From an optimization exercise on the open Yosys and OpenROAD flow, aimed at small area, a short achievable clock period and few clock cycles per item; shortcuts taken in it are not production practice.
Only simulation tests tie the RTL to the original design; equivalence was not proved.
Power and IR drop assume default switching activity.

v6:
==> flow/design.v <==
`timescale 1ns / 1ps
package lpr_pkg;
  localparam int unsigned PAGE_W      = 16;
  localparam int unsigned IDX_OUT_W   = 4;
  localparam int unsigned STAMP_W     = 32;
  localparam int unsigned COUNT_W     = 32;
  localparam int unsigned CFG_W       = 5;
  localparam int unsigned FIELD_MAX   = 16;
  localparam int unsigned APB_DATA_W  = 32;
  localparam int unsigned APB_ADDR_W  = 3;
  localparam logic [STAMP_W-1:0] STAMP_MAX = '1;
  localparam logic [COUNT_W-1:0] COUNT_MAX = '1;
  localparam logic [CFG_W-1:0] FRAMES_IN_USE_RESET = 5'd4;
  typedef enum logic [0:0] {
    REG_FRAMES_IN_USE = 1'b0,
    REG_NONE          = 1'b1
  } reg_idx_t;
  typedef enum logic [2:0] {
    ST_IDLE  = 3'b001,
    ST_SCAN  = 3'b010,
    ST_WRITE = 3'b100
  } state_t;
endpackage
`timescale 1ns / 1ps
module lru_page_replacement #(
  parameter int unsigned FRAMES    = 16,
  parameter int unsigned PAGE_BITS = 16
) (
  input  logic                               clk,
  input  logic                               rst,
  input  logic                               req_valid,
  output logic                               req_ready,
  input  logic [lpr_pkg::PAGE_W-1:0]         req_page_number,
  output logic                               rsp_valid,
  input  logic                               rsp_ready,
  output logic                               rsp_hit,
  output logic [lpr_pkg::IDX_OUT_W-1:0]      rsp_frame_index,
  output logic                               rsp_evicted_valid,
  output logic [lpr_pkg::PAGE_W-1:0]         rsp_evicted_page,
  output logic [lpr_pkg::COUNT_W-1:0]        rsp_fault_count,
  output logic                               rsp_stamp_saturated,
  input  logic                               psel,
  input  logic                               penable,
  input  logic                               pwrite,
  input  logic [lpr_pkg::APB_ADDR_W-1:0]     paddr,
  input  logic [lpr_pkg::APB_DATA_W-1:0]     pwdata,
  output logic [lpr_pkg::APB_DATA_W-1:0]     prdata,
  output logic                               pready
);
  localparam int unsigned NF    = 16;
  localparam int unsigned NPAIR = NF * (NF - 1) / 2;
  function automatic integer pidx(input integer i, input integer j);
    pidx = i * NF - (i * (i + 1)) / 2 + (j - i - 1);
  endfunction
  logic [lpr_pkg::CFG_W-1:0] frames_in_use;
  logic                      cfg_write;
  assign pready    = 1'b1;
  assign cfg_write = psel && penable && pwrite && !paddr[2];
  always_ff @(posedge clk) begin
    if (rst)            frames_in_use <= lpr_pkg::FRAMES_IN_USE_RESET;
    else if (cfg_write) frames_in_use <= pwdata[lpr_pkg::CFG_W-1:0];
  end
  assign prdata = paddr[2] ? '0 : lpr_pkg::APB_DATA_W'(frames_in_use);
  logic [NF-1:0] active;
  always_comb begin
    for (int i = 0; i < NF; i++) begin
      active[i] = (i == 0) || (32'(frames_in_use) > i);
    end
  end
  logic                 hq_v;
  logic [PAGE_BITS-1:0] hq_page;
  logic                 proc, acc, busy;
  assign proc      = hq_v && (!rsp_valid || rsp_ready);
  assign req_ready = !busy || rsp_ready;
  assign acc       = req_valid && req_ready;
  always_ff @(posedge clk) begin
    if (rst) begin
      hq_v <= 1'b0;
      busy <= 1'b0;
    end else begin
      if (req_ready) hq_v <= req_valid;
      busy <= (req_ready ? req_valid : hq_v) && (proc || (rsp_valid && !rsp_ready));
    end
  end
  always_ff @(posedge clk) begin
    if (acc) begin
      hq_page <= req_page_number;
    end
  end
  logic [PAGE_BITS-1:0] page [NF];
  logic [NF-1:0]        valid;
  logic [NPAIR-1:0]     age;      
  logic [NF-1:0] match, first_hit, empty, first_empty, lru, victim, slot, use_slot;
  logic          hit, any_empty, fault;
  logic [PAGE_BITS-1:0] lru_page;
  always_comb begin
    logic seen;
    seen = 1'b0;
    for (int i = 0; i < NF; i++) begin
      match[i]     = valid[i] && active[i] && (page[i] == hq_page);
      first_hit[i] = match[i] && !seen;
      seen         = seen || match[i];
      empty[i]     = active[i] && !valid[i];
      if (i == 0) first_empty[i] = empty[i];
      else        first_empty[i] = empty[i] && valid[i-1];
    end
    hit       = |match;
    any_empty = |empty;
  end
  always_comb begin
    for (int i = 0; i < NF; i++) begin
      lru[i] = active[i];
      for (int j = 0; j < NF; j++) begin
        if (j != i) begin
          if (i < j) lru[i] = lru[i] && (!active[j] || age[pidx(i, j)]);
          else       lru[i] = lru[i] && (!active[j] || !age[pidx(j, i)]);
        end
      end
    end
  end
  always_comb begin
    lru_page = '0;
    for (int i = 0; i < NF; i++) begin
      lru_page = lru_page | (lru[i] ? page[i] : '0);
    end
  end
  assign victim   = any_empty ? first_empty : lru;
  assign slot     = hit ? first_hit : victim;
  assign fault    = proc && !hit;
  assign use_slot = proc ? slot : '0;
  always_ff @(posedge clk) begin
    if (rst) begin
      valid <= '0;
    end else if (fault) begin
      valid <= valid | victim;
    end
  end
  always_ff @(posedge clk) begin
    for (int i = 0; i < NF; i++) begin
      if (fault && victim[i]) page[i] <= hq_page;
    end
  end
  always_ff @(posedge clk) begin
    for (int i = 0; i < NF; i++) begin
      for (int j = i + 1; j < NF; j++) begin
        age[pidx(i, j)] <= use_slot[j] || (age[pidx(i, j)] && !use_slot[i]);
      end
    end
  end
  logic [lpr_pkg::STAMP_W-1:0] time_now;
  logic [lpr_pkg::COUNT_W-1:0] faults;
  logic [lpr_pkg::IDX_OUT_W-1:0] slot_idx;
  logic                        ev_valid;
  always_comb begin
    slot_idx = '0;
    for (int i = 0; i < NF; i++) begin
      if (slot[i]) slot_idx = slot_idx | lpr_pkg::IDX_OUT_W'(i);
    end
  end
  assign ev_valid = !hit && !any_empty;
  logic [lpr_pkg::STAMP_W-1:0] time_carry;
  logic [lpr_pkg::COUNT_W-1:0] fault_carry;
  logic                        time_inc, fault_inc;
  always_comb begin
    time_carry[0]  = 1'b1;
    fault_carry[0] = 1'b1;
    for (int k = 1; k < 32; k++) begin
      time_carry[k]  = time_carry[k-1] && time_now[k-1];
      fault_carry[k] = fault_carry[k-1] && faults[k-1];
    end
  end
  assign time_inc  = proc && !(time_carry[31] && time_now[31]);
  assign fault_inc = proc && !hit && !(fault_carry[31] && faults[31]);
  always_ff @(posedge clk) begin
    if (rst) begin
      time_now  <= '0;
      faults    <= '0;
      rsp_valid <= 1'b0;
    end else begin
      time_now  <= time_now ^ (time_carry & {lpr_pkg::STAMP_W{time_inc}});
      faults    <= faults ^ (fault_carry & {lpr_pkg::COUNT_W{fault_inc}});
      rsp_valid <= proc || (rsp_valid && !rsp_ready);
    end
  end
  assign rsp_fault_count = faults;
  always_ff @(posedge clk) begin
    if (proc) begin
      rsp_hit             <= hit;
      rsp_frame_index     <= slot_idx;
      rsp_evicted_valid   <= ev_valid;
      rsp_evicted_page    <= ev_valid ? lru_page : '0;
      rsp_stamp_saturated <= &time_now[lpr_pkg::STAMP_W-1:1];
    end
  end
endmodule
export LEC_CHECK = 0
export CAP_MARGIN = 20
export CORE_MARGIN = 2
export CORE_UTILIZATION = 60
export CTS_CLUSTER_DIAMETER = 100
export CTS_CLUSTER_SIZE = 25
export SETUP_SLACK_MARGIN = 5
export SLEW_MARGIN = 20
create_clock -name core_clock -period 10.0 [get_ports {clk}]
standard.sh (not shown) runs the stock make flow with config.mk's settings and CLKGATE_MAP_FILE= SYNTH_SCRIPT=/design/flow/synth_recipe.tcl, a recipe that flattens the netlist after the stock synthesis.
==> flow/flow/run.sh <==
#!/bin/bash
set -euo pipefail
bash standard.sh synth > synth.log 2>&1
bash standard.sh SETUP_SLACK_MARGIN=5.75 \
  "BUFFER_PORTS_ARGS=-buffer_cell sky130_fd_sc_hd__buf_1" finish > layout.log 2>&1
Testbench counts of v6, summed over its fixed seeds: cycles 9,696, items 9,600.
Inputs modified between v6 and v7:
diff --git a/flow/design.v b/flow/design.v
--- a/flow/design.v
+++ b/flow/design.v
@@ -85,39 +85,38 @@
   always_ff @(posedge clk) begin
     if (acc) begin
       hq_page <= req_page_number;
     end
   end
   logic [PAGE_BITS-1:0] page [NF];
+  logic [4:0]           nvalid;   
   logic [NF-1:0]        valid;
   logic [NPAIR-1:0]     age;      
   logic [NF-1:0] match, first_hit, empty, first_empty, lru, victim, slot, use_slot;
   logic          hit, any_empty, fault;
   logic [PAGE_BITS-1:0] lru_page;
   always_comb begin
     logic seen;
     seen = 1'b0;
     for (int i = 0; i < NF; i++) begin
-      match[i]     = valid[i] && active[i] && (page[i] == hq_page);
-      first_hit[i] = match[i] && !seen;
-      seen         = seen || match[i];
-      empty[i]     = active[i] && !valid[i];
-      if (i == 0) first_empty[i] = empty[i];
-      else        first_empty[i] = empty[i] && valid[i-1];
+      valid[i]       = (nvalid > 5'(i));
+      match[i]       = valid[i] && active[i] && (page[i] == hq_page);
+      first_hit[i]   = match[i] && !seen;
+      seen           = seen || match[i];
+      empty[i]       = active[i] && !valid[i];
+      first_empty[i] = active[i] && (nvalid == 5'(i));
     end
     hit       = |match;
     any_empty = |empty;
   end
   always_comb begin
     for (int i = 0; i < NF; i++) begin
       lru[i] = active[i];
       for (int j = 0; j < NF; j++) begin
-        if (j != i) begin
-          if (i < j) lru[i] = lru[i] && (!active[j] || age[pidx(i, j)]);
-          else       lru[i] = lru[i] && (!active[j] || !age[pidx(j, i)]);
-        end
+        if (j < i)      lru[i] = lru[i] && !age[pidx(j, i)];
+        else if (j > i) lru[i] = lru[i] && (!active[j] || age[pidx(i, j)]);
       end
     end
   end
   always_comb begin
     lru_page = '0;
     for (int i = 0; i < NF; i++) begin
@@ -127,15 +126,15 @@
   assign victim   = any_empty ? first_empty : lru;
   assign slot     = hit ? first_hit : victim;
   assign fault    = proc && !hit;
   assign use_slot = proc ? slot : '0;
   always_ff @(posedge clk) begin
     if (rst) begin
-      valid <= '0;
-    end else if (fault) begin
-      valid <= valid | victim;
+      nvalid <= '0;
+    end else if (fault && any_empty) begin
+      nvalid <= nvalid + 1'b1;
     end
   end
   always_ff @(posedge clk) begin
     for (int i = 0; i < NF; i++) begin
       if (fault && victim[i]) page[i] <= hq_page;
     end
@@ -179,17 +178,17 @@
     end else begin
       time_now  <= time_now ^ (time_carry & {lpr_pkg::STAMP_W{time_inc}});
       faults    <= faults ^ (fault_carry & {lpr_pkg::COUNT_W{fault_inc}});
       rsp_valid <= proc || (rsp_valid && !rsp_ready);
     end
   end
-  assign rsp_fault_count = faults;
+  assign rsp_fault_count     = faults;
+  assign rsp_stamp_saturated = time_carry[lpr_pkg::STAMP_W-1] && time_now[lpr_pkg::STAMP_W-1];
   always_ff @(posedge clk) begin
     if (proc) begin
       rsp_hit             <= hit;
       rsp_frame_index     <= slot_idx;
       rsp_evicted_valid   <= ev_valid;
       rsp_evicted_page    <= ev_valid ? lru_page : '0;
-      rsp_stamp_saturated <= &time_now[lpr_pkg::STAMP_W-1:1];
     end
   end
 endmodule
--- outcome ---
On final instance area: v7 sits below v6.
v6 consumes more power than v7.
As of v7, number of different library cells in the post-synthesis netlist had risen by a few percent compared to v6.
Looking at launch point of the worst path, the rsp_ready result is from v6; the paddr[2] one comes from v7.
Compared with v6, v7 shows CTS sink count lower by 2.4%.
Cmp v7 and v6 / combinational-cell power consumption / lower: v6
Testbench counts of v7, summed over its fixed seeds: cycles 9,696, items 9,600.

[port drivers added, routing unchanged]
No port has a modelled driver above. Below, the same layouts with a new extraction and two added sets of constraints. Step 1, drivers: a clkbuf_16 drives clk and a buf_2 each remaining input, both assumed. Step 2 times the ports against the registers' clock, not the clock port: input delays grow and output delays shrink by t, the midpoint of the rising clock arrivals with the driver on. a / b / c = ideal / step 1 / step 2; a / b = the first two.
run | shift t [ns] | slack for setup (ns) | hold WS [ns] | worst setup path at the end
v6 | 0.655 | 5.658 / 5.621 / 5.414 | 0.477 / 0.477 / 0.477 | input to register
v7 | 0.623 | 5.644 / 5.603 / 5.511 | 0.453 / 0.453 / 0.453 | input to register
After both steps every run listed still meets setup and hold. The setup slack of v6, which loses most, moves by -0.037 ns with the drivers and by -0.244 ns with both steps.
